What follows belongs to an exercise in optimizing a design on an open flow for small area, a short achievable clock period and few clock cycles per item; a production flow would make more cautious choices. Only simulation tests tie the RTL to the original design; equivalence was not proved.

==> module stateMatrix, before the edit <==
module stateMatrix (
    input  logic              clk,
    input  logic              load,
    input  logic [15:0][31:0] stateIn,
    output logic [15:0][31:0] work
);
    logic [3:0][31:0] pA1, cA1, a1;
    logic [3:0][31:0] pC1, cC1, c1, d1;
    logic [3:0][31:0] pA2, cA2, a2, b1;
    logic [3:0][31:0] pC2, cC2, c2, d2, b2;
    function automatic logic [31:0] rotl(logic [31:0] x, int unsigned n);
        rotl = (x << n) | (x >> (32 - n));
    endfunction
    function automatic logic [31:0] shift1(logic [31:0] c);
        shift1 = {c[30:0], 1'b0};
    endfunction
    for (genvar j = 0; j < 4; j++) begin : g_qr
        plainStep i_a1 (
            .x     (work[j]),
            .y     (work[4 + j]),
            .p     (pA1[j]),
            .carry (cA1[j])
        );
        assign a1[j] = pA1[j] ^ shift1(cA1[j]);
        fusedStep i_c1 (
            .x     (work[8 + j]),
            .f     (rotl(work[12 + j], 16) ^ rotl(pA1[j], 16)),
            .cr    (rotl(shift1(cA1[j]), 16)),
            .y     (d1[j]),
            .p     (pC1[j]),
            .carry (cC1[j])
        );
        assign c1[j] = pC1[j] ^ shift1(cC1[j]);
        fusedStep i_a2 (
            .x     (a1[j]),
            .f     (rotl(work[4 + j], 12) ^ rotl(pC1[j], 12)),
            .cr    (rotl(shift1(cC1[j]), 12)),
            .y     (b1[j]),
            .p     (pA2[j]),
            .carry (cA2[j])
        );
        assign a2[j] = pA2[j] ^ shift1(cA2[j]);
        fusedStep i_c2 (
            .x     (c1[j]),
            .f     (rotl(d1[j], 8) ^ rotl(pA2[j], 8)),
            .cr    (rotl(shift1(cA2[j]), 8)),
            .y     (d2[j]),
            .p     (pC2[j]),
            .carry (cC2[j])
        );
        assign c2[j] = pC2[j] ^ shift1(cC2[j]);
        assign b2[j] = rotl(b1[j] ^ c2[j], 7);
    end
    logic [3:0][31:0] eA, lA, eB, lB, eC, lC, eD, lD;
    logic [15:0][31:0] nextE;
    logic [15:0][31:0] nextL;
    for (genvar j = 0; j < 4; j++) begin : g_split
        assign eA[j] = pA2[j];
        assign lA[j] = shift1(cA2[j]);
        assign eB[j] = rotl(b1[j] ^ pC2[j], 7);
        assign lB[j] = rotl(shift1(cC2[j]), 7);
        assign eC[j] = pC2[j];
        assign lC[j] = shift1(cC2[j]);
        assign eD[j] = rotl(d1[j], 8) ^ rotl(pA2[j], 8);
        assign lD[j] = rotl(shift1(cA2[j]), 8);
    end
    for (genvar j = 0; j < 4; j++) begin : g_perm
        assign nextE[j]      = eA[(4 - j) % 4];
        assign nextL[j]      = lA[(4 - j) % 4];
        assign nextE[4 + j]  = eB[(5 - j) % 4];
        assign nextL[4 + j]  = lB[(5 - j) % 4];
        assign nextE[8 + j]  = eC[(6 - j) % 4];
        assign nextL[8 + j]  = lC[(6 - j) % 4];
        assign nextE[12 + j] = eD[(7 - j) % 4];
        assign nextL[12 + j] = lD[(7 - j) % 4];
    end
    always_ff @(posedge clk) begin
        work <= (load ? stateIn : nextE) ^ (nextL & {512{!load}});
    end
endmodule
clock: 10.0 ns
lec_check: 0
abc_area: 1
cap_margin: 20
core_margin: 2
core_utilization: 55
gpl_routability_driven: 0
setup_slack_margin: 4
slew_margin: 20
standard.sh (not shown) runs the stock make flow with config.mk's settings and CLKGATE_MAP_FILE= SYNTH_SCRIPT=/design/flow/synth_recipe.tcl, a recipe that flattens the netlist after the stock synthesis.
==> flow/flow/run.sh <==
#!/bin/bash
# Layout flow: the standard ORFS flow (standard.sh) from synthesis to the
# final layout, with two changes:
#  - synthesis: ADDER_MAP_FILE is left empty, so Yosys does not extract full
#    and half adders into fa/ha cells before ABC and ABC maps the adders'
#    logic itself (registers, their names and cell types are unchanged);
#  - placement: every input and output port still gets its own buffer, but a
#    sky130_fd_sc_hd__buf_1 rather than the default cell.
# make's full output goes to flow_make.log here; ORFS's per-step logs stay
# under orfs/logs.
set -euo pipefail
cd "$(dirname "$0")/.."
bash standard.sh ADDER_MAP_FILE= \
    "BUFFER_PORTS_ARGS=-buffer_cell sky130_fd_sc_hd__buf_1" finish > flow_make.log 2>&1
Testbench counts at the start, summed over its fixed seeds: cycles 1,416, blocks 64.
Edit:
--- a/flow/design.v
+++ b/flow/design.v
@@ -310,8 +310,9 @@
     logic [3:0][31:0] pA1, cA1, a1;
     logic [3:0][31:0] pC1, cC1, c1, d1;
     logic [3:0][31:0] pA2, cA2, a2, b1;
     logic [3:0][31:0] pC2, cC2, c2, d2, b2;
+    logic [15:0][31:0] next;
     function automatic logic [31:0] rotl(logic [31:0] x, int unsigned n);
         rotl = (x << n) | (x >> (32 - n));
     endfunction
     function automatic logic [31:0] shift1(logic [31:0] c);
@@ -353,33 +354,20 @@
         );
         assign c2[j] = pC2[j] ^ shift1(cC2[j]);
         assign b2[j] = rotl(b1[j] ^ c2[j], 7);
     end
-    logic [3:0][31:0] eA, lA, eB, lB, eC, lC, eD, lD;
-    logic [15:0][31:0] nextE;
-    logic [15:0][31:0] nextL;
-    for (genvar j = 0; j < 4; j++) begin : g_split
-        assign eA[j] = pA2[j];
-        assign lA[j] = shift1(cA2[j]);
-        assign eB[j] = rotl(b1[j] ^ pC2[j], 7);
-        assign lB[j] = rotl(shift1(cC2[j]), 7);
-        assign eC[j] = pC2[j];
-        assign lC[j] = shift1(cC2[j]);
-        assign eD[j] = rotl(d1[j], 8) ^ rotl(pA2[j], 8);
-        assign lD[j] = rotl(shift1(cA2[j]), 8);
-    end
     for (genvar j = 0; j < 4; j++) begin : g_perm
-        assign nextE[j]      = eA[(4 - j) % 4];
-        assign nextL[j]      = lA[(4 - j) % 4];
-        assign nextE[4 + j]  = eB[(5 - j) % 4];
-        assign nextL[4 + j]  = lB[(5 - j) % 4];
-        assign nextE[8 + j]  = eC[(6 - j) % 4];
-        assign nextL[8 + j]  = lC[(6 - j) % 4];
-        assign nextE[12 + j] = eD[(7 - j) % 4];
-        assign nextL[12 + j] = lD[(7 - j) % 4];
+        assign next[j]      = a2[(4 - j) % 4];
+        assign next[4 + j]  = b2[(5 - j) % 4];
+        assign next[8 + j]  = c2[(6 - j) % 4];
+        assign next[12 + j] = d2[(7 - j) % 4];
     end
     always_ff @(posedge clk) begin
-        work <= (load ? stateIn : nextE) ^ (nextL & {512{!load}});
+        if (load) begin
+            work <= stateIn;
+        end else begin
+            work <= next;
+        end
     end
 endmodule
 `timescale 1ns/1ps
 module chachaBlock (
The new run completed and failed the layout checks on capacitance limit, slew limit.
Routed wire length hardly moves.
Non-clock buffer count rises by 252.
Synthesized area falls by 3.9%.
Global-route usage rises by 1.0 points.
Final area rises by 2.8%.
Core utilization rises by 4.5 points.
Testbench counts after the change, summed over its fixed seeds: cycles 1,416, blocks 64.

-- static timing again, ports no longer ideal --
No port has a modelled driver above. Below, the same layouts with a new extraction and two added sets of constraints.
Step 1 (the two cells are an assumption about what drives the block):
set clk [get_ports {clk}]
set_driving_cell -lib_cell sky130_fd_sc_hd__clkbuf_16 $clk
set_driving_cell -lib_cell sky130_fd_sc_hd__buf_2 [delete_from_list [all_inputs] $clk]
Step 2, shift: input delay + t, output delay - t, t = (earliest + latest rising clock arrival at the registers) / 2. This alone moves slack from input paths to output paths.
Three values: ideal ports, drivers, drivers and shift; two values: the first two.
run	t (ns)	setup WS [ns]	clock arrival spread, ns
the first run	0.982	3.973 / 3.973 / 3.973	0.061 / 0.060
the second run	0.994	2.704 / 2.704 / 2.704	0.057 / 0.057
